What follows belongs to an exercise in optimizing a design on an open flow for small area; a production flow would make more cautious choices.
In this exercise RTL edits were held to simulation tests only and were not proved equivalent to the original.
No activity file was given, so power comes from the tool's default toggle rates.

==> flow/design.v <==
`default_nettype none
package mlp_pkg;
    typedef logic [16-1:0] word_t;
    typedef enum logic [1:0] {
        SEG_SHR2,
        SEG_SHR3,
        SEG_SHR5,
        SEG_ONE
    } sig_seg_e;
    typedef enum logic [2-1:0] {
        REG_X1     = 2'd0,
        REG_X2_GO  = 2'd1,
        REG_STATUS = 2'd2
    } wb_reg_e;
endpackage
`default_nettype wire
`timescale 1ns/10ps
`default_nettype none
module mlp_fa (
    input  logic a,
    input  logic b,
    input  logic c,
    output logic s,
    output logic co
);
    assign s  = a ^ b ^ c;
    assign co = (a & b) | (a & c) | (b & c);
endmodule
module mlp_ha (
    input  logic a,
    input  logic b,
    output logic s,
    output logic co
);
    assign s  = a ^ b;
    assign co = a & b;
endmodule
`default_nettype wire
`timescale 1ns/10ps
`default_nettype none
module mlp_top (
    input  logic                  clk,
    input  logic                  rst,
    input  logic                  wb_cyc,
    input  logic                  wb_stb,
    input  logic                  wb_we,
    input  logic [2-1:0] wb_adr,
    input  mlp_pkg::word_t        wb_dat_i,
    output mlp_pkg::word_t        wb_dat_o,
    output logic                  wb_ack,
    output logic                  result_valid,
    output mlp_pkg::word_t        sig_value,
    output logic                  class_out
);
    logic [15:0] x1, x2;
    logic [7:0]  cnt;
    logic [1:0]  adr_q;
    logic [3:0]  vld;
    logic        access, launch;
    assign access = wb_cyc && wb_stb && !wb_ack;
    assign launch = access && wb_we && (wb_adr == 2'd1);
    always_ff @(posedge clk)
    begin
        if (rst)
        begin
            wb_ack       <= 1'b0;
            x1           <= '0;
            x2           <= '0;
            cnt          <= '0;
            vld          <= '0;
            result_valid <= 1'b0;
        end
        else
        begin
            wb_ack       <= access;
            vld          <= {vld[2:0], launch};
            result_valid <= vld[3];
            if (access && wb_we && wb_adr == 2'd0)
                x1 <= wb_dat_i;
            if (launch)
            begin
                x2  <= wb_dat_i;
                cnt <= cnt + 1'b1;
            end
        end
    end
    always_ff @(posedge clk)
    begin
        if (access)
            adr_q <= wb_adr;
    end
    always_comb
    begin
        case (adr_q)
            2'd0:    wb_dat_o = x1;
            2'd1:    wb_dat_o = x2;
            2'd2:    wb_dat_o = {8'h00, cnt};
            default: wb_dat_o = '0;
        endcase
    end
    function automatic logic [15:0] relu(input logic [15:0] v);
        relu = v[15] ? '0 : v;
    endfunction
    function automatic logic [15:0] bk(input logic [15:0] g0, input logic [15:0] t0);
        logic [15:0] g, t;
        g = g0;
        t = t0;
        for (int d = 1; d < 16; d = d * 2)
            for (int i = 2 * d - 1; i < 16; i += 2 * d)
            begin
                g[i] = g[i] | (t[i] & g[i - d]);
                t[i] = t[i] & t[i - d];
            end
        for (int d = 4; d >= 1; d = d / 2)
            for (int i = 3 * d - 1; i < 16; i += 2 * d)
            begin
                g[i] = g[i] | (t[i] & g[i - d]);
                t[i] = t[i] & t[i - d];
            end
        bk = t0 ^ {g[14:0], 1'b0};
    endfunction
    function automatic logic [15:0] addr(input logic [15:0] p, input logic [15:0] q, input logic ci);
        logic k;
        k = ci;
        for (int i = 0; i < 16; i++)
        begin
            addr[i] = p[i] ^ q[i] ^ k;
            k = (p[i] & q[i]) | (k & (p[i] ^ q[i]));
        end
    endfunction
    function automatic logic [15:0] add7(input logic [15:0] v);
        logic [15:0] r;
        logic        k;
        r[2:0] = v[2:0] - 3'd1;
        k = |v[2:0];
        for (int i = 3; i < 16; i++)
        begin
            r[i] = v[i] ^ k;
            k = k & v[i];
        end
        add7 = r;
    endfunction
    logic [15:0] fa, d;
    logic [14:0] a_q, p_q;
    logic        fb_q, fc_q;
    assign fa = addr(x1, x2, 1'b1);
    assign d  = addr(x1, ~x2, 1'b0);
    always_ff @(posedge clk)
    begin
        a_q  <= fa[15] ? ~fa[14:0] : '0;
        p_q  <= d[15] ? ~d[14:0] : d[14:0];
        fb_q <= ~d[15];
        fc_q <= d[15] ^ (&d[14:0]);
    end
    logic        ph;
    logic [14:0] b_q, k_q;
    logic [15:0] a, b, bx, k2, m_op, v_op;
    logic [15:0] z, um, ut, uq, u2, u3, u4;
    logic        zq;
    logic [15:0] acc_s, acc_c, fb_s, fb_c;
    logic [15:0] m_s, m_k;
    logic [15:0] z_g, z_t;
    logic [15:0] v1_s, v1_k;
    logic [15:0] v2_s, v2_k;
    logic [15:0] w_g, w_t;
    logic [15:0] r1_s, r1_k;
    logic [15:0] r2_s, r2_k;
    logic [15:0] r_g, r_t;
    logic [15:0] q1_s, q1_k;
    logic [15:0] q_g, q_t;
    logic [15:0] l1_s, l1_k;
    logic [15:0] l2_s, l2_k;
    logic [15:0] l3_s, l3_k;
    logic [15:0] l4_s, l4_k;
    assign ph  = vld[1];
    assign b_q = fb_q ? p_q : '0;
    assign k_q = fc_q ? (fb_q ? '0 : p_q) : 15'd1;
    assign a   = {1'b0, a_q};
    assign b   = {1'b0, b_q};
    assign bx  = ph ? ~b : b;
    assign k2  = {k_q[14:0], 1'b0};
    assign m_op = ph ? {~k_q[14:0], 1'b0} : {~k_q[13:0], 2'b11};
    assign v_op = ph ? {~k_q[14:0], 1'b1} : 16'hFFFE;
    mlp_fa u_m_0 (.a(a[0]), .b(b[0]), .c(m_op[0]), .s(m_s[0]), .co(m_k[1]));
    mlp_fa u_m_1 (.a(a[1]), .b(b[1]), .c(m_op[1]), .s(m_s[1]), .co(m_k[2]));
    mlp_fa u_m_2 (.a(a[2]), .b(b[2]), .c(m_op[2]), .s(m_s[2]), .co(m_k[3]));
    mlp_fa u_m_3 (.a(a[3]), .b(b[3]), .c(m_op[3]), .s(m_s[3]), .co(m_k[4]));
    mlp_fa u_m_4 (.a(a[4]), .b(b[4]), .c(m_op[4]), .s(m_s[4]), .co(m_k[5]));
    mlp_fa u_m_5 (.a(a[5]), .b(b[5]), .c(m_op[5]), .s(m_s[5]), .co(m_k[6]));
    mlp_fa u_m_6 (.a(a[6]), .b(b[6]), .c(m_op[6]), .s(m_s[6]), .co(m_k[7]));
    mlp_fa u_m_7 (.a(a[7]), .b(b[7]), .c(m_op[7]), .s(m_s[7]), .co(m_k[8]));
    mlp_fa u_m_8 (.a(a[8]), .b(b[8]), .c(m_op[8]), .s(m_s[8]), .co(m_k[9]));
    mlp_fa u_m_9 (.a(a[9]), .b(b[9]), .c(m_op[9]), .s(m_s[9]), .co(m_k[10]));
    mlp_fa u_m_10 (.a(a[10]), .b(b[10]), .c(m_op[10]), .s(m_s[10]), .co(m_k[11]));
    mlp_fa u_m_11 (.a(a[11]), .b(b[11]), .c(m_op[11]), .s(m_s[11]), .co(m_k[12]));
    mlp_fa u_m_12 (.a(a[12]), .b(b[12]), .c(m_op[12]), .s(m_s[12]), .co(m_k[13]));
    mlp_fa u_m_13 (.a(a[13]), .b(b[13]), .c(m_op[13]), .s(m_s[13]), .co(m_k[14]));
    mlp_fa u_m_14 (.a(a[14]), .b(b[14]), .c(m_op[14]), .s(m_s[14]), .co(m_k[15]));
    assign m_s[15] = m_op[15];
    assign m_k[0] = 1'b0;
    assign z_t[0] = m_s[0];
    assign z_g[0] = 1'b0;
    mlp_ha u_z_1 (.a(m_s[1]), .b(m_k[1]), .s(z_t[1]), .co(z_g[1]));
    mlp_ha u_z_2 (.a(m_s[2]), .b(m_k[2]), .s(z_t[2]), .co(z_g[2]));
    mlp_ha u_z_3 (.a(m_s[3]), .b(m_k[3]), .s(z_t[3]), .co(z_g[3]));
    mlp_ha u_z_4 (.a(m_s[4]), .b(m_k[4]), .s(z_t[4]), .co(z_g[4]));
    mlp_ha u_z_5 (.a(m_s[5]), .b(m_k[5]), .s(z_t[5]), .co(z_g[5]));
    mlp_ha u_z_6 (.a(m_s[6]), .b(m_k[6]), .s(z_t[6]), .co(z_g[6]));
    mlp_ha u_z_7 (.a(m_s[7]), .b(m_k[7]), .s(z_t[7]), .co(z_g[7]));
    mlp_ha u_z_8 (.a(m_s[8]), .b(m_k[8]), .s(z_t[8]), .co(z_g[8]));
    mlp_ha u_z_9 (.a(m_s[9]), .b(m_k[9]), .s(z_t[9]), .co(z_g[9]));
    mlp_ha u_z_10 (.a(m_s[10]), .b(m_k[10]), .s(z_t[10]), .co(z_g[10]));
    mlp_ha u_z_11 (.a(m_s[11]), .b(m_k[11]), .s(z_t[11]), .co(z_g[11]));
    mlp_ha u_z_12 (.a(m_s[12]), .b(m_k[12]), .s(z_t[12]), .co(z_g[12]));
    mlp_ha u_z_13 (.a(m_s[13]), .b(m_k[13]), .s(z_t[13]), .co(z_g[13]));
    mlp_ha u_z_14 (.a(m_s[14]), .b(m_k[14]), .s(z_t[14]), .co(z_g[14]));
    assign z_t[15] = m_op[15] ^ m_k[15];
    assign z_g[15] = 1'b0;
    mlp_ha u_v1_0 (.a(a[0]), .b(b[0]), .s(v1_s[0]), .co(v1_k[1]));
    mlp_fa u_v1_1 (.a(a[1]), .b(a[0]), .c(b[1]), .s(v1_s[1]), .co(v1_k[2]));
    mlp_fa u_v1_2 (.a(a[2]), .b(a[1]), .c(b[2]), .s(v1_s[2]), .co(v1_k[3]));
    mlp_fa u_v1_3 (.a(a[3]), .b(a[2]), .c(b[3]), .s(v1_s[3]), .co(v1_k[4]));
    mlp_fa u_v1_4 (.a(a[4]), .b(a[3]), .c(b[4]), .s(v1_s[4]), .co(v1_k[5]));
    mlp_fa u_v1_5 (.a(a[5]), .b(a[4]), .c(b[5]), .s(v1_s[5]), .co(v1_k[6]));
    mlp_fa u_v1_6 (.a(a[6]), .b(a[5]), .c(b[6]), .s(v1_s[6]), .co(v1_k[7]));
    mlp_fa u_v1_7 (.a(a[7]), .b(a[6]), .c(b[7]), .s(v1_s[7]), .co(v1_k[8]));
    mlp_fa u_v1_8 (.a(a[8]), .b(a[7]), .c(b[8]), .s(v1_s[8]), .co(v1_k[9]));
    mlp_fa u_v1_9 (.a(a[9]), .b(a[8]), .c(b[9]), .s(v1_s[9]), .co(v1_k[10]));
    mlp_fa u_v1_10 (.a(a[10]), .b(a[9]), .c(b[10]), .s(v1_s[10]), .co(v1_k[11]));
    mlp_fa u_v1_11 (.a(a[11]), .b(a[10]), .c(b[11]), .s(v1_s[11]), .co(v1_k[12]));
    mlp_fa u_v1_12 (.a(a[12]), .b(a[11]), .c(b[12]), .s(v1_s[12]), .co(v1_k[13]));
    mlp_fa u_v1_13 (.a(a[13]), .b(a[12]), .c(b[13]), .s(v1_s[13]), .co(v1_k[14]));
    mlp_fa u_v1_14 (.a(a[14]), .b(a[13]), .c(b[14]), .s(v1_s[14]), .co(v1_k[15]));
    assign v1_s[15] = a[14];
    assign v1_k[0] = 1'b0;
    mlp_ha u_v2_0 (.a(v1_s[0]), .b(v_op[0]), .s(v2_s[0]), .co(v2_k[1]));
    mlp_fa u_v2_1 (.a(v1_s[1]), .b(v1_k[1]), .c(v_op[1]), .s(v2_s[1]), .co(v2_k[2]));
    mlp_fa u_v2_2 (.a(v1_s[2]), .b(v1_k[2]), .c(v_op[2]), .s(v2_s[2]), .co(v2_k[3]));
    mlp_fa u_v2_3 (.a(v1_s[3]), .b(v1_k[3]), .c(v_op[3]), .s(v2_s[3]), .co(v2_k[4]));
    mlp_fa u_v2_4 (.a(v1_s[4]), .b(v1_k[4]), .c(v_op[4]), .s(v2_s[4]), .co(v2_k[5]));
    mlp_fa u_v2_5 (.a(v1_s[5]), .b(v1_k[5]), .c(v_op[5]), .s(v2_s[5]), .co(v2_k[6]));
    mlp_fa u_v2_6 (.a(v1_s[6]), .b(v1_k[6]), .c(v_op[6]), .s(v2_s[6]), .co(v2_k[7]));
    mlp_fa u_v2_7 (.a(v1_s[7]), .b(v1_k[7]), .c(v_op[7]), .s(v2_s[7]), .co(v2_k[8]));
    mlp_fa u_v2_8 (.a(v1_s[8]), .b(v1_k[8]), .c(v_op[8]), .s(v2_s[8]), .co(v2_k[9]));
    mlp_fa u_v2_9 (.a(v1_s[9]), .b(v1_k[9]), .c(v_op[9]), .s(v2_s[9]), .co(v2_k[10]));
    mlp_fa u_v2_10 (.a(v1_s[10]), .b(v1_k[10]), .c(v_op[10]), .s(v2_s[10]), .co(v2_k[11]));
    mlp_fa u_v2_11 (.a(v1_s[11]), .b(v1_k[11]), .c(v_op[11]), .s(v2_s[11]), .co(v2_k[12]));
    mlp_fa u_v2_12 (.a(v1_s[12]), .b(v1_k[12]), .c(v_op[12]), .s(v2_s[12]), .co(v2_k[13]));
    mlp_fa u_v2_13 (.a(v1_s[13]), .b(v1_k[13]), .c(v_op[13]), .s(v2_s[13]), .co(v2_k[14]));
    mlp_fa u_v2_14 (.a(v1_s[14]), .b(v1_k[14]), .c(v_op[14]), .s(v2_s[14]), .co(v2_k[15]));
    assign v2_s[15] = a[14] ^ v1_k[15] ^ v_op[15];
    assign v2_k[0] = 1'b0;
    assign w_t[0] = v2_s[0];
    assign w_g[0] = 1'b0;
    mlp_ha u_w_1 (.a(v2_s[1]), .b(v2_k[1]), .s(w_t[1]), .co(w_g[1]));
    mlp_ha u_w_2 (.a(v2_s[2]), .b(v2_k[2]), .s(w_t[2]), .co(w_g[2]));
    mlp_ha u_w_3 (.a(v2_s[3]), .b(v2_k[3]), .s(w_t[3]), .co(w_g[3]));
    mlp_ha u_w_4 (.a(v2_s[4]), .b(v2_k[4]), .s(w_t[4]), .co(w_g[4]));
    mlp_ha u_w_5 (.a(v2_s[5]), .b(v2_k[5]), .s(w_t[5]), .co(w_g[5]));
    mlp_ha u_w_6 (.a(v2_s[6]), .b(v2_k[6]), .s(w_t[6]), .co(w_g[6]));
    mlp_ha u_w_7 (.a(v2_s[7]), .b(v2_k[7]), .s(w_t[7]), .co(w_g[7]));
    mlp_ha u_w_8 (.a(v2_s[8]), .b(v2_k[8]), .s(w_t[8]), .co(w_g[8]));
    mlp_ha u_w_9 (.a(v2_s[9]), .b(v2_k[9]), .s(w_t[9]), .co(w_g[9]));
    mlp_ha u_w_10 (.a(v2_s[10]), .b(v2_k[10]), .s(w_t[10]), .co(w_g[10]));
    mlp_ha u_w_11 (.a(v2_s[11]), .b(v2_k[11]), .s(w_t[11]), .co(w_g[11]));
    mlp_ha u_w_12 (.a(v2_s[12]), .b(v2_k[12]), .s(w_t[12]), .co(w_g[12]));
    mlp_ha u_w_13 (.a(v2_s[13]), .b(v2_k[13]), .s(w_t[13]), .co(w_g[13]));
    mlp_ha u_w_14 (.a(v2_s[14]), .b(v2_k[14]), .s(w_t[14]), .co(w_g[14]));
    assign w_t[15] = v2_s[15] ^ v2_k[15];
    assign w_g[15] = 1'b0;
    mlp_ha u_r1_0 (.a(a[0]), .b(bx[0]), .s(r1_s[0]), .co(r1_k[1]));
    mlp_fa u_r1_1 (.a(a[1]), .b(bx[1]), .c(k2[1]), .s(r1_s[1]), .co(r1_k[2]));
    mlp_fa u_r1_2 (.a(a[2]), .b(bx[2]), .c(k2[2]), .s(r1_s[2]), .co(r1_k[3]));
    mlp_fa u_r1_3 (.a(a[3]), .b(bx[3]), .c(k2[3]), .s(r1_s[3]), .co(r1_k[4]));
    mlp_fa u_r1_4 (.a(a[4]), .b(bx[4]), .c(k2[4]), .s(r1_s[4]), .co(r1_k[5]));
    mlp_fa u_r1_5 (.a(a[5]), .b(bx[5]), .c(k2[5]), .s(r1_s[5]), .co(r1_k[6]));
    mlp_fa u_r1_6 (.a(a[6]), .b(bx[6]), .c(k2[6]), .s(r1_s[6]), .co(r1_k[7]));
    mlp_fa u_r1_7 (.a(a[7]), .b(bx[7]), .c(k2[7]), .s(r1_s[7]), .co(r1_k[8]));
    mlp_fa u_r1_8 (.a(a[8]), .b(bx[8]), .c(k2[8]), .s(r1_s[8]), .co(r1_k[9]));
    mlp_fa u_r1_9 (.a(a[9]), .b(bx[9]), .c(k2[9]), .s(r1_s[9]), .co(r1_k[10]));
    mlp_fa u_r1_10 (.a(a[10]), .b(bx[10]), .c(k2[10]), .s(r1_s[10]), .co(r1_k[11]));
    mlp_fa u_r1_11 (.a(a[11]), .b(bx[11]), .c(k2[11]), .s(r1_s[11]), .co(r1_k[12]));
    mlp_fa u_r1_12 (.a(a[12]), .b(bx[12]), .c(k2[12]), .s(r1_s[12]), .co(r1_k[13]));
    mlp_fa u_r1_13 (.a(a[13]), .b(bx[13]), .c(k2[13]), .s(r1_s[13]), .co(r1_k[14]));
    mlp_fa u_r1_14 (.a(a[14]), .b(bx[14]), .c(k2[14]), .s(r1_s[14]), .co(r1_k[15]));
    assign r1_s[15] = bx[15] ^ k2[15];
    assign r1_k[0] = 1'b0;
    mlp_ha u_r2_1 (.a(r1_s[1]), .b(r1_k[1]), .s(r2_s[1]), .co(r2_k[2]));
    assign r2_s[2] = ~(r1_s[2] ^ r1_k[2]);
    assign r2_k[3] = r1_s[2] | r1_k[2];
    assign r2_s[3] = ~(r1_s[3] ^ r1_k[3]);
    assign r2_k[4] = r1_s[3] | r1_k[3];
    assign r2_s[4] = ~(r1_s[4] ^ r1_k[4]);
    assign r2_k[5] = r1_s[4] | r1_k[4];
    assign r2_s[5] = ~(r1_s[5] ^ r1_k[5]);
    assign r2_k[6] = r1_s[5] | r1_k[5];
    assign r2_s[6] = ~(r1_s[6] ^ r1_k[6]);
    assign r2_k[7] = r1_s[6] | r1_k[6];
    assign r2_s[7] = ~(r1_s[7] ^ r1_k[7]);
    assign r2_k[8] = r1_s[7] | r1_k[7];
    assign r2_s[8] = ~(r1_s[8] ^ r1_k[8]);
    assign r2_k[9] = r1_s[8] | r1_k[8];
    assign r2_s[9] = ~(r1_s[9] ^ r1_k[9]);
    assign r2_k[10] = r1_s[9] | r1_k[9];
    assign r2_s[10] = ~(r1_s[10] ^ r1_k[10]);
    assign r2_k[11] = r1_s[10] | r1_k[10];
    assign r2_s[11] = ~(r1_s[11] ^ r1_k[11]);
    assign r2_k[12] = r1_s[11] | r1_k[11];
    assign r2_s[12] = ~(r1_s[12] ^ r1_k[12]);
    assign r2_k[13] = r1_s[12] | r1_k[12];
    assign r2_s[13] = ~(r1_s[13] ^ r1_k[13]);
    assign r2_k[14] = r1_s[13] | r1_k[13];
    assign r2_s[14] = ~(r1_s[14] ^ r1_k[14]);
    assign r2_k[15] = r1_s[14] | r1_k[14];
    assign r2_s[15] = ~(r1_s[15] ^ r1_k[15]);
    assign r2_s[0] = r1_s[0];
    assign r2_k[0] = 1'b0;
    assign r2_k[1] = 1'b0;
    assign r_t[0] = r1_s[0];
    assign r_g[0] = 1'b0;
    assign r_t[1] = r2_s[1];
    assign r_g[1] = 1'b0;
    mlp_ha u_r_2 (.a(r2_s[2]), .b(r2_k[2]), .s(r_t[2]), .co(r_g[2]));
    mlp_ha u_r_3 (.a(r2_s[3]), .b(r2_k[3]), .s(r_t[3]), .co(r_g[3]));
    mlp_ha u_r_4 (.a(r2_s[4]), .b(r2_k[4]), .s(r_t[4]), .co(r_g[4]));
    mlp_ha u_r_5 (.a(r2_s[5]), .b(r2_k[5]), .s(r_t[5]), .co(r_g[5]));
    mlp_ha u_r_6 (.a(r2_s[6]), .b(r2_k[6]), .s(r_t[6]), .co(r_g[6]));
    mlp_ha u_r_7 (.a(r2_s[7]), .b(r2_k[7]), .s(r_t[7]), .co(r_g[7]));
    mlp_ha u_r_8 (.a(r2_s[8]), .b(r2_k[8]), .s(r_t[8]), .co(r_g[8]));
    mlp_ha u_r_9 (.a(r2_s[9]), .b(r2_k[9]), .s(r_t[9]), .co(r_g[9]));
    mlp_ha u_r_10 (.a(r2_s[10]), .b(r2_k[10]), .s(r_t[10]), .co(r_g[10]));
    mlp_ha u_r_11 (.a(r2_s[11]), .b(r2_k[11]), .s(r_t[11]), .co(r_g[11]));
    mlp_ha u_r_12 (.a(r2_s[12]), .b(r2_k[12]), .s(r_t[12]), .co(r_g[12]));
    mlp_ha u_r_13 (.a(r2_s[13]), .b(r2_k[13]), .s(r_t[13]), .co(r_g[13]));
    mlp_ha u_r_14 (.a(r2_s[14]), .b(r2_k[14]), .s(r_t[14]), .co(r_g[14]));
    assign r_t[15] = r2_s[15] ^ r2_k[15];
    assign r_g[15] = 1'b0;
    mlp_ha u_q1_0 (.a(a[0]), .b(bx[0]), .s(q1_s[0]), .co(q1_k[1]));
    mlp_ha u_q1_1 (.a(a[1]), .b(bx[1]), .s(q1_s[1]), .co(q1_k[2]));
    assign q1_s[2] = ~(a[2] ^ bx[2]);
    assign q1_k[3] = a[2] | bx[2];
    mlp_ha u_q1_3 (.a(a[3]), .b(bx[3]), .s(q1_s[3]), .co(q1_k[4]));
    mlp_ha u_q1_4 (.a(a[4]), .b(bx[4]), .s(q1_s[4]), .co(q1_k[5]));
    mlp_ha u_q1_5 (.a(a[5]), .b(bx[5]), .s(q1_s[5]), .co(q1_k[6]));
    mlp_ha u_q1_6 (.a(a[6]), .b(bx[6]), .s(q1_s[6]), .co(q1_k[7]));
    mlp_ha u_q1_7 (.a(a[7]), .b(bx[7]), .s(q1_s[7]), .co(q1_k[8]));
    mlp_ha u_q1_8 (.a(a[8]), .b(bx[8]), .s(q1_s[8]), .co(q1_k[9]));
    mlp_ha u_q1_9 (.a(a[9]), .b(bx[9]), .s(q1_s[9]), .co(q1_k[10]));
    mlp_ha u_q1_10 (.a(a[10]), .b(bx[10]), .s(q1_s[10]), .co(q1_k[11]));
    mlp_ha u_q1_11 (.a(a[11]), .b(bx[11]), .s(q1_s[11]), .co(q1_k[12]));
    mlp_ha u_q1_12 (.a(a[12]), .b(bx[12]), .s(q1_s[12]), .co(q1_k[13]));
    mlp_ha u_q1_13 (.a(a[13]), .b(bx[13]), .s(q1_s[13]), .co(q1_k[14]));
    mlp_ha u_q1_14 (.a(a[14]), .b(bx[14]), .s(q1_s[14]), .co(q1_k[15]));
    assign q1_s[15] = bx[15];
    assign q1_k[0] = 1'b0;
    assign q_t[0] = q1_s[0];
    assign q_g[0] = 1'b0;
    mlp_ha u_q_1 (.a(q1_s[1]), .b(q1_k[1]), .s(q_t[1]), .co(q_g[1]));
    mlp_ha u_q_2 (.a(q1_s[2]), .b(q1_k[2]), .s(q_t[2]), .co(q_g[2]));
    mlp_ha u_q_3 (.a(q1_s[3]), .b(q1_k[3]), .s(q_t[3]), .co(q_g[3]));
    mlp_ha u_q_4 (.a(q1_s[4]), .b(q1_k[4]), .s(q_t[4]), .co(q_g[4]));
    mlp_ha u_q_5 (.a(q1_s[5]), .b(q1_k[5]), .s(q_t[5]), .co(q_g[5]));
    mlp_ha u_q_6 (.a(q1_s[6]), .b(q1_k[6]), .s(q_t[6]), .co(q_g[6]));
    mlp_ha u_q_7 (.a(q1_s[7]), .b(q1_k[7]), .s(q_t[7]), .co(q_g[7]));
    mlp_ha u_q_8 (.a(q1_s[8]), .b(q1_k[8]), .s(q_t[8]), .co(q_g[8]));
    mlp_ha u_q_9 (.a(q1_s[9]), .b(q1_k[9]), .s(q_t[9]), .co(q_g[9]));
    mlp_ha u_q_10 (.a(q1_s[10]), .b(q1_k[10]), .s(q_t[10]), .co(q_g[10]));
    mlp_ha u_q_11 (.a(q1_s[11]), .b(q1_k[11]), .s(q_t[11]), .co(q_g[11]));
    mlp_ha u_q_12 (.a(q1_s[12]), .b(q1_k[12]), .s(q_t[12]), .co(q_g[12]));
    mlp_ha u_q_13 (.a(q1_s[13]), .b(q1_k[13]), .s(q_t[13]), .co(q_g[13]));
    mlp_ha u_q_14 (.a(q1_s[14]), .b(q1_k[14]), .s(q_t[14]), .co(q_g[14]));
    assign q_t[15] = bx[15] ^ q1_k[15];
    assign q_g[15] = 1'b0;
    always_comb
    begin
        z  = bk(z_g, z_t);
        um = relu(z);
        ut = relu(~add7(z));
        if (ph)
            ut = ut << 1;
        zq = (z[15:3] == 13'h0FFF) && (z[2:0] != 3'd0);
        if (zq)
            uq = ph ? {12'h7FF, 1'b0, 3'd0 - z[2:0]} : 16'hFFF8;
        else
            uq = um | ut;
        u2 = relu(bk(w_g, w_t));
        if (ph)
            u2 = u2 << 1;
        u3 = relu(bk(r_g, r_t));
        u4 = bk(q_g, q_t);
        u4 = u4[15] ? ~u4 : '0;
    end
    assign fb_s = ph ? '0 : acc_s;
    assign fb_c = ph ? '0 : acc_c;
    mlp_ha u_l1_0 (.a(fb_s[0]), .b(u4[0]), .s(l1_s[0]), .co(l1_k[1]));
    mlp_fa u_l1_1 (.a(fb_s[1]), .b(fb_c[1]), .c(u4[1]), .s(l1_s[1]), .co(l1_k[2]));
    mlp_fa u_l1_2 (.a(fb_s[2]), .b(fb_c[2]), .c(u4[2]), .s(l1_s[2]), .co(l1_k[3]));
    mlp_fa u_l1_3 (.a(fb_s[3]), .b(fb_c[3]), .c(u4[3]), .s(l1_s[3]), .co(l1_k[4]));
    mlp_fa u_l1_4 (.a(fb_s[4]), .b(fb_c[4]), .c(u4[4]), .s(l1_s[4]), .co(l1_k[5]));
    mlp_fa u_l1_5 (.a(fb_s[5]), .b(fb_c[5]), .c(u4[5]), .s(l1_s[5]), .co(l1_k[6]));
    mlp_fa u_l1_6 (.a(fb_s[6]), .b(fb_c[6]), .c(u4[6]), .s(l1_s[6]), .co(l1_k[7]));
    mlp_fa u_l1_7 (.a(fb_s[7]), .b(fb_c[7]), .c(u4[7]), .s(l1_s[7]), .co(l1_k[8]));
    mlp_fa u_l1_8 (.a(fb_s[8]), .b(fb_c[8]), .c(u4[8]), .s(l1_s[8]), .co(l1_k[9]));
    mlp_fa u_l1_9 (.a(fb_s[9]), .b(fb_c[9]), .c(u4[9]), .s(l1_s[9]), .co(l1_k[10]));
    mlp_fa u_l1_10 (.a(fb_s[10]), .b(fb_c[10]), .c(u4[10]), .s(l1_s[10]), .co(l1_k[11]));
    mlp_fa u_l1_11 (.a(fb_s[11]), .b(fb_c[11]), .c(u4[11]), .s(l1_s[11]), .co(l1_k[12]));
    mlp_fa u_l1_12 (.a(fb_s[12]), .b(fb_c[12]), .c(u4[12]), .s(l1_s[12]), .co(l1_k[13]));
    mlp_fa u_l1_13 (.a(fb_s[13]), .b(fb_c[13]), .c(u4[13]), .s(l1_s[13]), .co(l1_k[14]));
    mlp_fa u_l1_14 (.a(fb_s[14]), .b(fb_c[14]), .c(u4[14]), .s(l1_s[14]), .co(l1_k[15]));
    assign l1_s[15] = fb_s[15] ^ fb_c[15];
    assign l1_k[0] = 1'b0;
    mlp_ha u_l2_0 (.a(l1_s[0]), .b(u3[0]), .s(l2_s[0]), .co(l2_k[1]));
    mlp_fa u_l2_1 (.a(l1_s[1]), .b(l1_k[1]), .c(u3[1]), .s(l2_s[1]), .co(l2_k[2]));
    mlp_fa u_l2_2 (.a(l1_s[2]), .b(l1_k[2]), .c(u3[2]), .s(l2_s[2]), .co(l2_k[3]));
    mlp_fa u_l2_3 (.a(l1_s[3]), .b(l1_k[3]), .c(u3[3]), .s(l2_s[3]), .co(l2_k[4]));
    mlp_fa u_l2_4 (.a(l1_s[4]), .b(l1_k[4]), .c(u3[4]), .s(l2_s[4]), .co(l2_k[5]));
    mlp_fa u_l2_5 (.a(l1_s[5]), .b(l1_k[5]), .c(u3[5]), .s(l2_s[5]), .co(l2_k[6]));
    mlp_fa u_l2_6 (.a(l1_s[6]), .b(l1_k[6]), .c(u3[6]), .s(l2_s[6]), .co(l2_k[7]));
    mlp_fa u_l2_7 (.a(l1_s[7]), .b(l1_k[7]), .c(u3[7]), .s(l2_s[7]), .co(l2_k[8]));
    mlp_fa u_l2_8 (.a(l1_s[8]), .b(l1_k[8]), .c(u3[8]), .s(l2_s[8]), .co(l2_k[9]));
    mlp_fa u_l2_9 (.a(l1_s[9]), .b(l1_k[9]), .c(u3[9]), .s(l2_s[9]), .co(l2_k[10]));
    mlp_fa u_l2_10 (.a(l1_s[10]), .b(l1_k[10]), .c(u3[10]), .s(l2_s[10]), .co(l2_k[11]));
    mlp_fa u_l2_11 (.a(l1_s[11]), .b(l1_k[11]), .c(u3[11]), .s(l2_s[11]), .co(l2_k[12]));
    mlp_fa u_l2_12 (.a(l1_s[12]), .b(l1_k[12]), .c(u3[12]), .s(l2_s[12]), .co(l2_k[13]));
    mlp_fa u_l2_13 (.a(l1_s[13]), .b(l1_k[13]), .c(u3[13]), .s(l2_s[13]), .co(l2_k[14]));
    mlp_fa u_l2_14 (.a(l1_s[14]), .b(l1_k[14]), .c(u3[14]), .s(l2_s[14]), .co(l2_k[15]));
    assign l2_s[15] = l1_s[15] ^ l1_k[15];
    assign l2_k[0] = 1'b0;
    mlp_ha u_l3_0 (.a(l2_s[0]), .b(u2[0]), .s(l3_s[0]), .co(l3_k[1]));
    mlp_fa u_l3_1 (.a(l2_s[1]), .b(l2_k[1]), .c(u2[1]), .s(l3_s[1]), .co(l3_k[2]));
    mlp_fa u_l3_2 (.a(l2_s[2]), .b(l2_k[2]), .c(u2[2]), .s(l3_s[2]), .co(l3_k[3]));
    mlp_fa u_l3_3 (.a(l2_s[3]), .b(l2_k[3]), .c(u2[3]), .s(l3_s[3]), .co(l3_k[4]));
    mlp_fa u_l3_4 (.a(l2_s[4]), .b(l2_k[4]), .c(u2[4]), .s(l3_s[4]), .co(l3_k[5]));
    mlp_fa u_l3_5 (.a(l2_s[5]), .b(l2_k[5]), .c(u2[5]), .s(l3_s[5]), .co(l3_k[6]));
    mlp_fa u_l3_6 (.a(l2_s[6]), .b(l2_k[6]), .c(u2[6]), .s(l3_s[6]), .co(l3_k[7]));
    mlp_fa u_l3_7 (.a(l2_s[7]), .b(l2_k[7]), .c(u2[7]), .s(l3_s[7]), .co(l3_k[8]));
    mlp_fa u_l3_8 (.a(l2_s[8]), .b(l2_k[8]), .c(u2[8]), .s(l3_s[8]), .co(l3_k[9]));
    mlp_fa u_l3_9 (.a(l2_s[9]), .b(l2_k[9]), .c(u2[9]), .s(l3_s[9]), .co(l3_k[10]));
    mlp_fa u_l3_10 (.a(l2_s[10]), .b(l2_k[10]), .c(u2[10]), .s(l3_s[10]), .co(l3_k[11]));
    mlp_fa u_l3_11 (.a(l2_s[11]), .b(l2_k[11]), .c(u2[11]), .s(l3_s[11]), .co(l3_k[12]));
    mlp_fa u_l3_12 (.a(l2_s[12]), .b(l2_k[12]), .c(u2[12]), .s(l3_s[12]), .co(l3_k[13]));
    mlp_fa u_l3_13 (.a(l2_s[13]), .b(l2_k[13]), .c(u2[13]), .s(l3_s[13]), .co(l3_k[14]));
    mlp_fa u_l3_14 (.a(l2_s[14]), .b(l2_k[14]), .c(u2[14]), .s(l3_s[14]), .co(l3_k[15]));
    assign l3_s[15] = l2_s[15] ^ l2_k[15] ^ u2[15];
    assign l3_k[0] = 1'b0;
    mlp_ha u_l4_0 (.a(l3_s[0]), .b(uq[0]), .s(l4_s[0]), .co(l4_k[1]));
    mlp_fa u_l4_1 (.a(l3_s[1]), .b(l3_k[1]), .c(uq[1]), .s(l4_s[1]), .co(l4_k[2]));
    mlp_fa u_l4_2 (.a(l3_s[2]), .b(l3_k[2]), .c(uq[2]), .s(l4_s[2]), .co(l4_k[3]));
    mlp_fa u_l4_3 (.a(l3_s[3]), .b(l3_k[3]), .c(uq[3]), .s(l4_s[3]), .co(l4_k[4]));
    mlp_fa u_l4_4 (.a(l3_s[4]), .b(l3_k[4]), .c(uq[4]), .s(l4_s[4]), .co(l4_k[5]));
    mlp_fa u_l4_5 (.a(l3_s[5]), .b(l3_k[5]), .c(uq[5]), .s(l4_s[5]), .co(l4_k[6]));
    mlp_fa u_l4_6 (.a(l3_s[6]), .b(l3_k[6]), .c(uq[6]), .s(l4_s[6]), .co(l4_k[7]));
    mlp_fa u_l4_7 (.a(l3_s[7]), .b(l3_k[7]), .c(uq[7]), .s(l4_s[7]), .co(l4_k[8]));
    mlp_fa u_l4_8 (.a(l3_s[8]), .b(l3_k[8]), .c(uq[8]), .s(l4_s[8]), .co(l4_k[9]));
    mlp_fa u_l4_9 (.a(l3_s[9]), .b(l3_k[9]), .c(uq[9]), .s(l4_s[9]), .co(l4_k[10]));
    mlp_fa u_l4_10 (.a(l3_s[10]), .b(l3_k[10]), .c(uq[10]), .s(l4_s[10]), .co(l4_k[11]));
    mlp_fa u_l4_11 (.a(l3_s[11]), .b(l3_k[11]), .c(uq[11]), .s(l4_s[11]), .co(l4_k[12]));
    mlp_fa u_l4_12 (.a(l3_s[12]), .b(l3_k[12]), .c(uq[12]), .s(l4_s[12]), .co(l4_k[13]));
    mlp_fa u_l4_13 (.a(l3_s[13]), .b(l3_k[13]), .c(uq[13]), .s(l4_s[13]), .co(l4_k[14]));
    mlp_fa u_l4_14 (.a(l3_s[14]), .b(l3_k[14]), .c(uq[14]), .s(l4_s[14]), .co(l4_k[15]));
    assign l4_s[15] = l3_s[15] ^ l3_k[15] ^ uq[15];
    assign l4_k[0] = 1'b0;
    always_ff @(posedge clk)
    begin
        acc_s <= l4_s;
        acc_c <= l4_k;
    end
    logic [15:0] s;
    logic [9:0]  e_d, e_q;
    assign s = addr(acc_s, acc_c, 1'b0);
    logic lt1, lt2, lt3;
    assign lt1 = s[15:10] == 6'd0;
    assign lt2 = s[15:12] == 4'd0 && !(s[11] && (s[10] || s[9] || (s[8] && s[7])));
    assign lt3 = s[15:13] == 3'd0 && !(s[12] && (s[11] || s[10]));
    always_comb
    begin
        if (lt1)
            e_d = {2'b00, s[9:2]};
        else if (lt2)
            e_d = {2'b01, ~s[10], s[9:3]};
        else if (lt3)
            e_d = {3'b011, ~(s[11] ^ s[10]), ~s[10], s[9:5]};
        else
            e_d = 10'd512;
    end
    always_ff @(posedge clk)
    begin
        e_q <= e_d;
    end
    assign sig_value = {5'b00000, e_q[9], ~e_q[9], e_q[8:0]};
    assign class_out = |e_q;
endmodule
`default_nettype wire
==> flow/flow/run.sh <==
#!/bin/bash
# The standard layout (the standard.sh, ORFS from synthesis to finish) with two changes:
#  - the port buffers that global placement adds are the smallest buffer, buf_1;
#  - clock tree synthesis adds no dummy loads and uses clkbuf_4/clkbuf_8.
# Make's full output goes to flow_make.log here; each ORFS step keeps its own log under
# orfs/logs/.
set -euo pipefail
WORK="$(cd "$(dirname "$0")/.." && pwd)"
cd "$WORK"
bash standard.sh \
    "BUFFER_PORTS_ARGS=-buffer_cell sky130_fd_sc_hd__buf_1" \
    "CTS_ARGS=-sink_clustering_enable -repair_clock_nets -sink_clustering_size 30 -sink_clustering_max_diameter 100 -buf_list {sky130_fd_sc_hd__clkbuf_4 sky130_fd_sc_hd__clkbuf_8} -dont_use_dummy_load" \
    finish > "$WORK/flow_make.log" 2>&1
==> flow/standard.sh <==
#!/bin/bash
# synth_recipe.tcl (not shown) runs the flow's synth.tcl, then flattens the netlist and writes it again
# the make line also repeats each setting of config.mk as NAME=value (left out here)
make -C /OpenROAD-flow-scripts/flow DESIGN_CONFIG=/design/flow/config.mk WORK_HOME=/design/flow/orfs CLKGATE_MAP_FILE= SYNTH_SCRIPT=/design/flow/synth_recipe.tcl "${@:-finish}"
==> flow/config.mk <==
export PLATFORM = sky130hd
export DESIGN_NAME = mlp_top
export DESIGN_NICKNAME = mlp_top
export VERILOG_FILES = /design/flow/design.v
export SDC_FILE = /design/flow/constraint.sdc
export NUM_CORES = 4
export LEC_CHECK = 0
export CAP_MARGIN = 0
export CORE_MARGIN = 2
export CORE_UTILIZATION = 70
export CTS_BUF_LIST = sky130_fd_sc_hd__clkbuf_4 sky130_fd_sc_hd__clkbuf_8
export CTS_CLUSTER_DIAMETER = 100
export CTS_CLUSTER_SIZE = 30
export PLACE_DENSITY = 0.75
export SLEW_MARGIN = 0
export SYNTH_HIERARCHICAL = 1
==> flow/constraint.sdc <==
create_clock -name core_clock -period 7.0 [get_ports {clk}]
set_input_delay 1.4000 -clock core_clock [delete_from_list [all_inputs] [get_ports {clk}]]
set_output_delay 1.4000 -clock core_clock [all_outputs]
set_load 0.01 [all_outputs]
==> results.ini, run 1 <==
[synthesis]
post_synth.cell_area_avg_um2=9.86
ys_ff_latch=121
yosysUniqueCellTypes=54
ys_seq_area_share_pct=20.8
yosys_warnings=7
syn-cell-area_um2=11800
synth_top_cells_by_area=fa_1 (26%), dfxtp_1 (20%), ha_1 (15%)
synth_top_area_cell=fa_1
yosysMostFrequentCell=fa_1
ys.flop_type=dfxtp_1
synth-edff-count=2
yosys-top-cells-count=fa_1 (154), ha_1 (139), inv_1 (122)
netlist_instances=1192
postSynth.asyncResetShare_pct=0
synth.top_cell.area_share_pct=26.2

[clock_tree]
cts-buffers-inserted=17
cts_max_level=4
post-cts-setup-buffers=0
cts_tree=yes
cts_buffer_depth=2
clk_pin_slew_worst_paths_ns=0.09
cts_root_buffer=clkbuf_8
clock-sinks=121
clk_latency_ns=0.46

[detailed_routing]
antenna_left=0
num_vias=7993
wire_per_inst_um=16.3
drt-initial-drc-count=365
wl_um=23600
viasPerCell=5.50
drc_errors=0
first_pass_iters=5

[sta]
fin_skew_ns=0.0318
slew_headroom_pct=22.5
setup_ws_ns=0.308
tightest_slew_ns=1.16
fin_crit_sh_pct=95.6
hold_viol_final=0
fmax_ghz=0.149
slew_viol_final=0
layout_min_cycle_time_ns=6.69
rsz0062_at_grt=false
setup_viol=0
holdWs_ns=0.433

[die]
io_pins=58
dieWidth_um=134
die-area_um2=17800
die_y_um=134
coreArea_um2=16500
initial_core_util_pct=71.1
rows=47

[status]
status=finished clean

[min_path]
hp-class=flip-flop to flip-flop

[finish]
fin_area_um2=12400
syn_to_final_growth_pct=5.59
fin_cells=1452
fin_nets=1550
n_antenna_cell=0
drive_gt1_share_pct=3.49

[placement]
placedCellCount=1435
gp_congestion=0.870
io_buffers=52
dp_hpwl_um=19800
dpl-instance-area_um2=12200
pre_cts_ws_ns=-0.0759

[global_routing]
grt-ovfl-total=0
antenna_found_initial=0
grt_first_pass_wirelength_um=40300
grt_usage_pct=28.8
grt_pass1_vias=8556
grt_start_max_net_pins=60

[critical_path]
arrival_ns=7.07
start_kind=flip-flop
cp_max_fo=15
cp_data_required_time_ns=7.38
critPathKind=flip-flop to flip-flop
reg2reg_slack_ns=0.31
end_kind=flip-flop

[pwr]
leakagePower_uw=0.00566
power_density_nw_per_um2=522
totalPowerFinal_uw=6480
vdd_ir_drop_max_mv=0.495

[flow_run]
cap_viol_max_count=0

==> area by class of cell <==
cell class              instances  area, µm²
fillers                      1251       4110
well taps                     220        275
inverters                     122        458
clock buffers                  17        234
multi-input cells             909       8720
repair buffers                 63        279
flip-flops and latches        121       2440
==> sequential cells by signal, summed over array words and instances (netlist names), 4 cells and up <==
register	flops
cnt	8
acc_c	15
x2	16
acc_s	16
a_q	15
p_q	15
e_q	10
vld	4
x1	16
==> power breakdown <==
part | total, µW | leakage, µW | internal, µW | switching [µW]
logic | 4980 | 0.00454 | 2280 | 2690
registers | 1040 | 0.000996 | 962 | 77.4
clock network | 462 | 0.000122 | 213 | 249
total | 6480 | 0.00566 | 3460 | 3020
==> Yosys stat by module (local to each module, per instance) <==
| module | area [µm²] | flops+latches | cells inside |
|---|---|---|---|
| mlp_ha | 12.5 | 0 | 1 |
| mlp_fa | 20.0 | 0 | 1 |
| mlp_top | 8530 | 121 | 1002 |
==> what timing repair did <==
action / in CTS / in global routing
cloned: 0 / 0
gates resized for setup: 1 / 2
setup endpoints to repair: 15 / 44
hold buffers: 0 / 0
==> stage by stage <==
step,util (%),TNS [ns]
global route,75.1,0
CTS,75.0,0
floorplan,-,0
finish,75.1,0
global placement,73.5,0
detailed placement,73.5,-0.996
==> critical path, cell delays in order, from the launching register on <==
cell     delay, ns
dfxtp_1       0.37
inv_1         0.07
ha_1          0.19
fa_1          0.39
fa_1          0.39
fa_1          0.41
fa_1          0.40
fa_1          0.41
fa_1          0.40
fa_1          0.40
fa_1          0.40
fa_1          0.39
fa_1          0.39
fa_1          0.38
inv_1         0.07
fa_1          0.15
inv_1         0.05
fa_1          0.37
fa_1          0.46
xnor2_4       0.36
and2_1        0.18
==> final timing paths <==
path / startpoint / to / depth (start not counted)
setup / recovery: x2[0]$_SDFFE_PP0P_ / a_q[8]$_SDFF_PN0_ / 20
hold / removal: vld[0]$_SDFF_PP0_ / vld[1]$_SDFF_PP0_ / 1
setup reg to reg: x2[0]$_SDFFE_PP0P_ / a_q[8]$_SDFF_PN0_ / 20
hold reg to reg: vld[0]$_SDFF_PP0_ / vld[1]$_SDFF_PP0_ / 1
==> layout by cell type (no fill, tap or decap), types with 5 or more instances in the layout <==
master,instances
clkbuf_8,17
a22o_1,11
nand2_1,78
fa_1,154
nand4_1,5
a21o_1,19
dfxtp_1,118
and3_1,7
buf_4,11
buf_1,51
o21ai_0,28
a21boi_0,13
nand3_1,9
a21oi_1,42
and2_1,52
ha_1,139
inv_1,122
nor2b_1,30
or3_1,9
xnor2_1,57
nor2_1,116
o21a_1,9
mux2i_1,60
xor2_1,13
conb_1,5
==> per-layer routing <==
layer / GRT usage (%) / vias to the layer above / wire length [µm] / part of all wire, %
li1: - / 3955 / - / -
met1: 37.4 / 3855 / 10800 / 46
met2: 49.3 / 147 / 11500 / 49
met3: 4.41 / 36 / 741 / 3.1
met4: 9.99 / 0 / 573 / 2.4
met5: 0 / - / 0 / 0
==> kinds of logic (layout without fill, tap and decap cells) <==
| kind of cell | count (synthesis) | count (layout) | share of synthesized area (%) |
|---|---|---|---|
| simple gates | 334 | 334 | 13.8 |
| other cells | 1 | 5 | 0.0319 |
| compound gates | 140 | 140 | 7.77 |
| xor+xnor | 75 | 75 | 5.78 |
| flops | 121 | 121 | 20.8 |
| fa+ha+maj | 293 | 293 | 41.0 |
| mux | 62 | 62 | 5.30 |
| buf+inv | 166 | 202 | 5.49 |
==> run 2, diff against run 1 <==
--- a/flow/config.mk
+++ b/flow/config.mk
@@ -7,3 +7,3 @@
 export LEC_CHECK = 0
-export CAP_MARGIN = 0
+export CAP_MARGIN = 20
 export CORE_MARGIN = 2
@@ -13,4 +13,5 @@
 export CTS_CLUSTER_SIZE = 30
+export GPL_TIMING_DRIVEN = 0
 export PLACE_DENSITY = 0.75
-export SLEW_MARGIN = 0
+export SLEW_MARGIN = 20
 export SYNTH_HIERARCHICAL = 1
==> run 2 against run 1 <==
  * Synthesized area is the same
  * Total power grew 1.6%
  * Global-route usage rose by 2.2 points
  * Hold slack gained 0.0074 ns
  * First-iteration DRC count up 11%
  * Largest cell class unchanged
  * Via count up 4.4%
  * Die area is the same
  * Highest routed layer unchanged
  * Non-clock buffer count increased by 33
  * Maximum frequency shrank 1.5%
==> results.ini, run 2 <==
[sta]
slew_viol_final=0
tightest_slew_ns=1.01
slew_headroom_pct=32.0
fin_skew_ns=0.0271
holdWs_ns=0.440
hold_viol_final=0
setup_viol=0
layout_min_cycle_time_ns=6.79
fin_crit_sh_pct=97.0
fmax_ghz=0.147

[pwr]
pwr-share-clk_pct=7.0
vdd_ir_drop_max_mv=0.468
leakagePower_uw=0.00574
power_density_nw_per_um2=523
comb_power_share_pct=77.3
p_seq_share_pct=15.7
swShare_pct=47.1
p_sw_uw=3100
internal-power_uw=3480

[finish]
largest_registers=acc_s x16, x1 x16, x2 x16
fin_cells=1485
fin_area_um2=12600
drive_gt1_share_pct=4.35
layout_commonest_cell=fa_1
fin_nets=1583
n_antenna_cell=0
layout_common_cells=fa_1 (153), ha_1 (139), inv_1 (122), dfxtp_1 (118), nor2_1 (116)
syn_to_final_growth_pct=7.00

[critical_path]
reg2reg_slack_ns=0.21
arrival_ns=7.11
critPathKind=flip-flop to flip-flop
r2r_end=acc_s[2]$_DFF_P_
cp_max_fo=10
rr_worst_depth=26
worstReg2RegStart=vld[1]$_SDFF_PP0_
cp_data_required_time_ns=7.32
end_kind=flip-flop
start_kind=flip-flop

[synthesis]
netlist_instances=1192
yosysUniqueCellTypes=54
synth-edff-count=2
synth_top_cells_by_area=fa_1 (26%), dfxtp_1 (20%), ha_1 (15%)
yosysMostFrequentCell=fa_1
post_synth.cell_area_avg_um2=9.86
yosys-top-cells-count=fa_1 (154), ha_1 (139), inv_1 (122)
synth_top_area_cell=fa_1
yosys_warnings=7
synth.top_cell.area_share_pct=26.2
ys_ff_latch=121
syn-cell-area_um2=11800
ys_seq_area_share_pct=20.8
ys.flop_type=dfxtp_1
postSynth.asyncResetShare_pct=0

[detailed_routing]
wire_per_inst_um=17.3
viasPerCell=5.62
antenna_left=0
num_vias=8346
wl_um=25800
drc_errors=0
first_pass_iters=5
drt-initial-drc-count=405

[clock_tree]
cts_root_buffer=clkbuf_8
cts_max_level=4
clk_pin_slew_worst_paths_ns=0.07
cts-buffers-inserted=17
cts_buffer_depth=2
cts_hold_buf=0
clk_latency_ns=0.46
cts_tree=yes
clock-sinks=121

[die]
io_pins=58
coreArea_um2=16500
dieWidth_um=134
initial_core_util_pct=71.1
die_y_um=134
die-area_um2=17800
rows=47

[global_routing]
grt_first_pass_wirelength_um=42600
grt_usage_pct=31.0
antenna_found_initial=0
grt_pass1_vias=8803
grt-ovfl-total=0
grt_start_max_net_pins=17

[placement]
io_buffers=51
dp_hpwl_um=21900
placedCellCount=1467
gp_congestion=0.923
dpl-instance-area_um2=12200

[flow_run]
cap_viol_max_count=0

[min_path]
holdCritStartpoint=vld[3]$_SDFF_PP0_
hp-class=flip-flop to flip-flop
hold_end=result_valid$_SDFF_PP0_
worstHoldPathCells=1

[status]
status=finished clean

[run 2: cell count changes in the layout (fill, tap and decap cells not counted), moves of 3 or more]
cell      before  now
xnor2_1       57   54
clkbuf_2       1    7
buf_2          0    4
xnor2_2        2    5
clkbuf_1       0   20
buf_1         51   55
buf_4         11    7
[run 2: cell families after synthesis]
group	count (synthesis)	synth area share, %
fa+ha+maj	293	41.0
simple gates	334	13.8
mux	62	5.30
xor+xnor	75	5.78
flops	121	20.8
other cells	1	0.0319
compound gates	140	7.77
buf+inv	166	5.49
[run 2: worst max-delay path by stage]
stage / start / end / slack, ns
2_1_floorplan: vld[1]$_SDFF_PP0_ / acc_s[10]$_DFF_P_ / 0.53
3_3_place_gp: vld[1]$_SDFF_PP0_ / acc_s[6]$_DFF_P_ / -0.93
3_5_place_dp: vld[1]$_SDFF_PP0_ / acc_s[15]$_DFF_P_ / -1.06
4_1_cts: vld[1]$_SDFF_PP0_ / acc_s[15]$_DFF_P_ / 0.006
5_1_grt: vld[1]$_SDFF_PP0_ / acc_s[15]$_DFF_P_ / -0.002
6_report: vld[1]$_SDFF_PP0_ / acc_s[2]$_DFF_P_ / 0.21
[run 2: metal layers]
layer  track usage (%)  part of all wire [%]
met5                 0                     0
met4              13.2                   3.2
met3              4.26                   3.5
met2              54.4                    51
met1              38.4                    43
[run 2: timing repair]
action | in CTS | in global routing
setup buffers | 0 | 2
resized for setup | 14 | 14
pin swaps | 0 | 2
setup endpoints to repair | 46 | 44
[run 2: power groups by stage]
stage               registers (µW)  clock network (µW)  logic (µW)
floorplan                     1040                   0        3790
global placement              1050                   0        4790
detailed placement            1050                   0        5040
CTS                           1040                 470        5080
global route                  1050                 503        5840
finish                        1040                 459        5090
[run 2: through the flow]
stage / setup TNS, ns / total power, µW / worst slack, ns / util, %
6_report: 0 / 6580 / 0.207 / 76.1
5_1_grt: -0.00231 / 7400 / -0.00231 / 76.1
4_1_cts: 0 / 6590 / 0.00580 / 75.7
3_5_place_dp: -31.21 / 6090 / -1.06 / 74.1
3_3_place_gp: -27.34 / 5840 / -0.929 / 74.1
2_1_floorplan: 0 / 4830 / 0.533 / -
[run 2: layout make-up]
cell class,count,area [µm²]
flip-flops and latches,121,2450
fillers,1215,3950
plain buffers,43,205
well taps,220,275
inverters,122,458
repair buffers,53,219
multi-input cells,909,8740
clock buffers,17,234
[run 2: modules after synthesis (local to each module, per instance)]
module | times used | area [µm²] | flip-flops and latches
mlp_fa | 113 | 20.0 | 0
mlp_ha | 77 | 12.5 | 0
mlp_top | 1 | 8530 | 121
[run 2: worst max-delay path: stages, from the launching register on]
cell and delay [ns]:
dfxtp_4 0.45, clkbuf_2 0.26, clkbuf_4 0.31, clkbuf_4 0.29, nand2_1 0.13, fa_1 0.39
ha_1 0.31, ha_1 0.19, nor2_1 0.12, xor2_1 0.32, inv_1 0.09, ha_1 0.19
ha_1 0.20, ha_1 0.20, ha_1 0.20, ha_1 0.20, ha_1 0.20, ha_1 0.20
ha_1 0.20, ha_1 0.20, ha_1 0.20, ha_1 0.20, ha_1 0.29, mux2_2 0.29
or3b_2 0.46, o21ai_0 0.14, fa_1 0.46
==> run 3, diff against run 2 <==
--- a/flow/config.mk
+++ b/flow/config.mk
@@ -13,3 +13,2 @@
 export CTS_CLUSTER_SIZE = 30
-export GPL_TIMING_DRIVEN = 0
 export PLACE_DENSITY = 0.75
==> run 3 against run 2 <==
  * Maximum frequency up 1.9%
  * Global-route usage down 2.0 points
  * Sequential power about the same
  * Synthesized area unchanged
  * Die area unchanged
  * Wire length down 7.9%
  * Non-clock buffer count down 32
  * Combinational power down 3%
  * Total power down 1.9%
  * Critical endpoint is now a_q[8]$_SDFF_PN0_
  * Largest cell class unchanged
==> results.ini, run 3 <==
[sta]
holdWs_ns=0.432
layout_min_cycle_time_ns=6.67
slew_headroom_pct=39.4
setup_viol=0
fin_skew_ns=0.0291
setup_ws_ns=0.335
tightest_slew_ns=0.909
slew_viol_final=0
fmax_ghz=0.150
tns_ns=0
fin_crit_sh_pct=95.2
hold_viol_final=0

[clock_tree]
cts_max_level=4
cts_tree=yes
cts_hold_buf=0
cts_root_buffer=clkbuf_8
cts-buffers-inserted=17
post-cts-setup-buffers=0
clk_latency_ns=0.45
clock-sinks=121
clk_pin_slew_worst_paths_ns=0.09
cts_buffer_depth=2

[flow_run]
cap_viol_max_count=0

[die]
die_y_um=134
die-area_um2=17800
coreArea_um2=16500
initial_core_util_pct=71.1
io_pins=58
rows=47
dieWidth_um=134

[critical_path]
start_kind=flip-flop
end_kind=flip-flop
arrival_ns=7.03
cp_max_fo=15
critPathKind=flip-flop to flip-flop
rr_worst_depth=20
cp_data_required_time_ns=7.37

[finish]
drive_gt1_share_pct=3.57
fillers=1230
n_antenna_cell=0
layout_commonest_cell=fa_1
syn_to_final_growth_pct=5.68
largest_registers=acc_s x16, x1 x16, x2 x16
regArea_um2=2440
fin_nets=1551
multiInputGateArea_um2=8720
layout_common_cells=fa_1 (154), ha_1 (139), inv_1 (122), dfxtp_1 (118), nor2_1 (116)
fin_util_pct=75.2

[placement]
dp_hpwl_um=19900
gp_congestion=0.870
pre_cts_ws_ns=-0.0454
io_buffers=52

[detailed_routing]
wl_met1_um=10800
wl_um=23700
drt-initial-drc-count=435
dr_wl_met3_um=688
num_vias=8032
top_layer_used=met4
drc_errors=0
first_pass_iters=5
viasPerCell=5.53
wl_met2_um=11900
antenna_left=0
wire_per_inst_um=16.3

[synthesis]
synth.top_cell.area_share_pct=26.2
synth_top_area_cell=fa_1
ys.flop_type=dfxtp_1
syn-cell-area_um2=11800
yosys-top-cells-count=fa_1 (154), ha_1 (139), inv_1 (122)
ys_seq_area_share_pct=20.8
yosysUniqueCellTypes=54
postSynth.asyncResetShare_pct=0
synth-edff-count=2
yosysMostFrequentCell=fa_1
post_synth.cell_area_avg_um2=9.86
yosys_warnings=7
ys_ff_latch=121
netlist_instances=1192
synth_top_cells_by_area=fa_1 (26%), dfxtp_1 (20%), ha_1 (15%)

[min_path]
worstHoldPathCells=1
hp-class=flip-flop to flip-flop

[global_routing]
grt_start_max_net_pins=60
grt_usage_pct=29.0
antenna_found_initial=0
grt-ovfl-total=0
grt_pass1_vias=8545
grt_first_pass_wirelength_um=40900

[status]
status=finished clean

[pwr]
power_density_nw_per_um2=520
vdd_ir_drop_max_mv=0.490
leakagePower_uw=0.00566

-- run 3: changes by cell type in the layout (fill, tap and decap cells not counted), sizes merged --
cell | previous run | this run
clkbuf | 46 | 18
buf | 67 | 63
-- run 3: final cells by class --
type | count | area share [%]
Timing Repair Buffer | 64 | 2.34
Tap cell | 220 | 2.22
Clock buffer | 17 | 1.88
Multi-Input combinational cell | 909 | 70.2
Inverter | 122 | 3.69
Sequential cell | 121 | 19.7
-- run 3: cells by family after synthesis --
kind of cell / after synthesis / share of synthesized area, %
AOI/OAI and AO/OA: 140 / 7.77
buffers and inverters: 166 / 5.49
and+or+nand+nor: 334 / 13.8
other: 1 / 0.0319
DFF: 121 / 20.8
xor gates and xnor gates: 75 / 5.78
adders and majority gates: 293 / 41.0
muxes: 62 / 5.30
-- run 3: timing repair --
item                       in CTS  in global routing
cloned                          0                  0
gates resized for setup         1                  1
setup endpoints to repair      15                 15
pin swaps                       0                  1
-- run 3: per-module statistics from Yosys (local to each module, per instance) --
module   cell area (µm²)  cells  times used
mlp_fa              20.0      1         113
mlp_ha              12.5      1          77
mlp_top             8530   1002           1
-- run 3: per-stage QoR --
step | area, µm² | total power (µW) | cells
floorplan | 11800 | 4830 | 1196
global placement | 12200 | 5800 | 1435
detailed placement | 12200 | 6040 | 1436
CTS | 12400 | 6540 | 1453
global route | 12400 | 7280 | 1453
finish | 12400 | 6460 | 1453
-- run 3: power by group --
group          switching [µW]  internal, µW
Combinational            2680          2270
Sequential               77.2           962
Clock                     256           214
-- run 3: final timing paths --
kind	startpoint	to	slack (ns)
max	x1[0]$_SDFFE_PP0P_	a_q[8]$_SDFF_PN0_	0.33
max reg2reg	x1[0]$_SDFFE_PP0P_	a_q[8]$_SDFF_PN0_	0.33
min	vld[0]$_SDFF_PP0_	vld[1]$_SDFF_PP0_	0.43
min reg2reg	vld[0]$_SDFF_PP0_	vld[1]$_SDFF_PP0_	0.43
-- run 3: routing by layer --
metal	track usage (%)	up-vias
met2	50.9	144
met1	38.7	3903
li1	-	3965
met3	3.08	20
met4	7.51	0
met5	0	-
-- run 3: critical path: stages, from the launching register on --
cell and delay (ns):
dfxtp_1 0.38, inv_1 0.06, ha_1 0.21, fa_1 0.38, fa_1 0.39, fa_1 0.40, fa_1 0.39, fa_1 0.41
fa_1 0.40, fa_1 0.40, fa_1 0.40, fa_1 0.39, fa_1 0.39, fa_1 0.37, inv_1 0.08, fa_1 0.15
inv_1 0.05, fa_1 0.37, fa_1 0.46, xnor2_4 0.33, and2_1 0.18

## static timing again, ports no longer ideal
No port has a modelled driver above. Below, the same layouts with a new extraction and two added sets of constraints.
Step 1: set_driving_cell puts a clkbuf_16 on clk and a buf_2 on each other input, an assumption about the parent block.
Step 2 adds t to the input delays and takes it off the output delays; t is the mean of the earliest and latest rising clock arrival at the registers after step 1. Input paths then give back, and output paths get back, about the clock's delay inside the block.
a / b / c = no drivers / after step 1 / after step 2; a / b = the first two.
run | t, ns | setup WS [ns] | cell pins on the clock port's net
run 1 | 0.486 | 0.308 / 0.308 / 0.308 | 1
run 2 | 0.483 | 0.207 / 0.207 / 0.207 | 1
run 3 | 0.475 | 0.335 / 0.335 / 0.335 | 1
After both steps setup and hold are still met in every run listed.
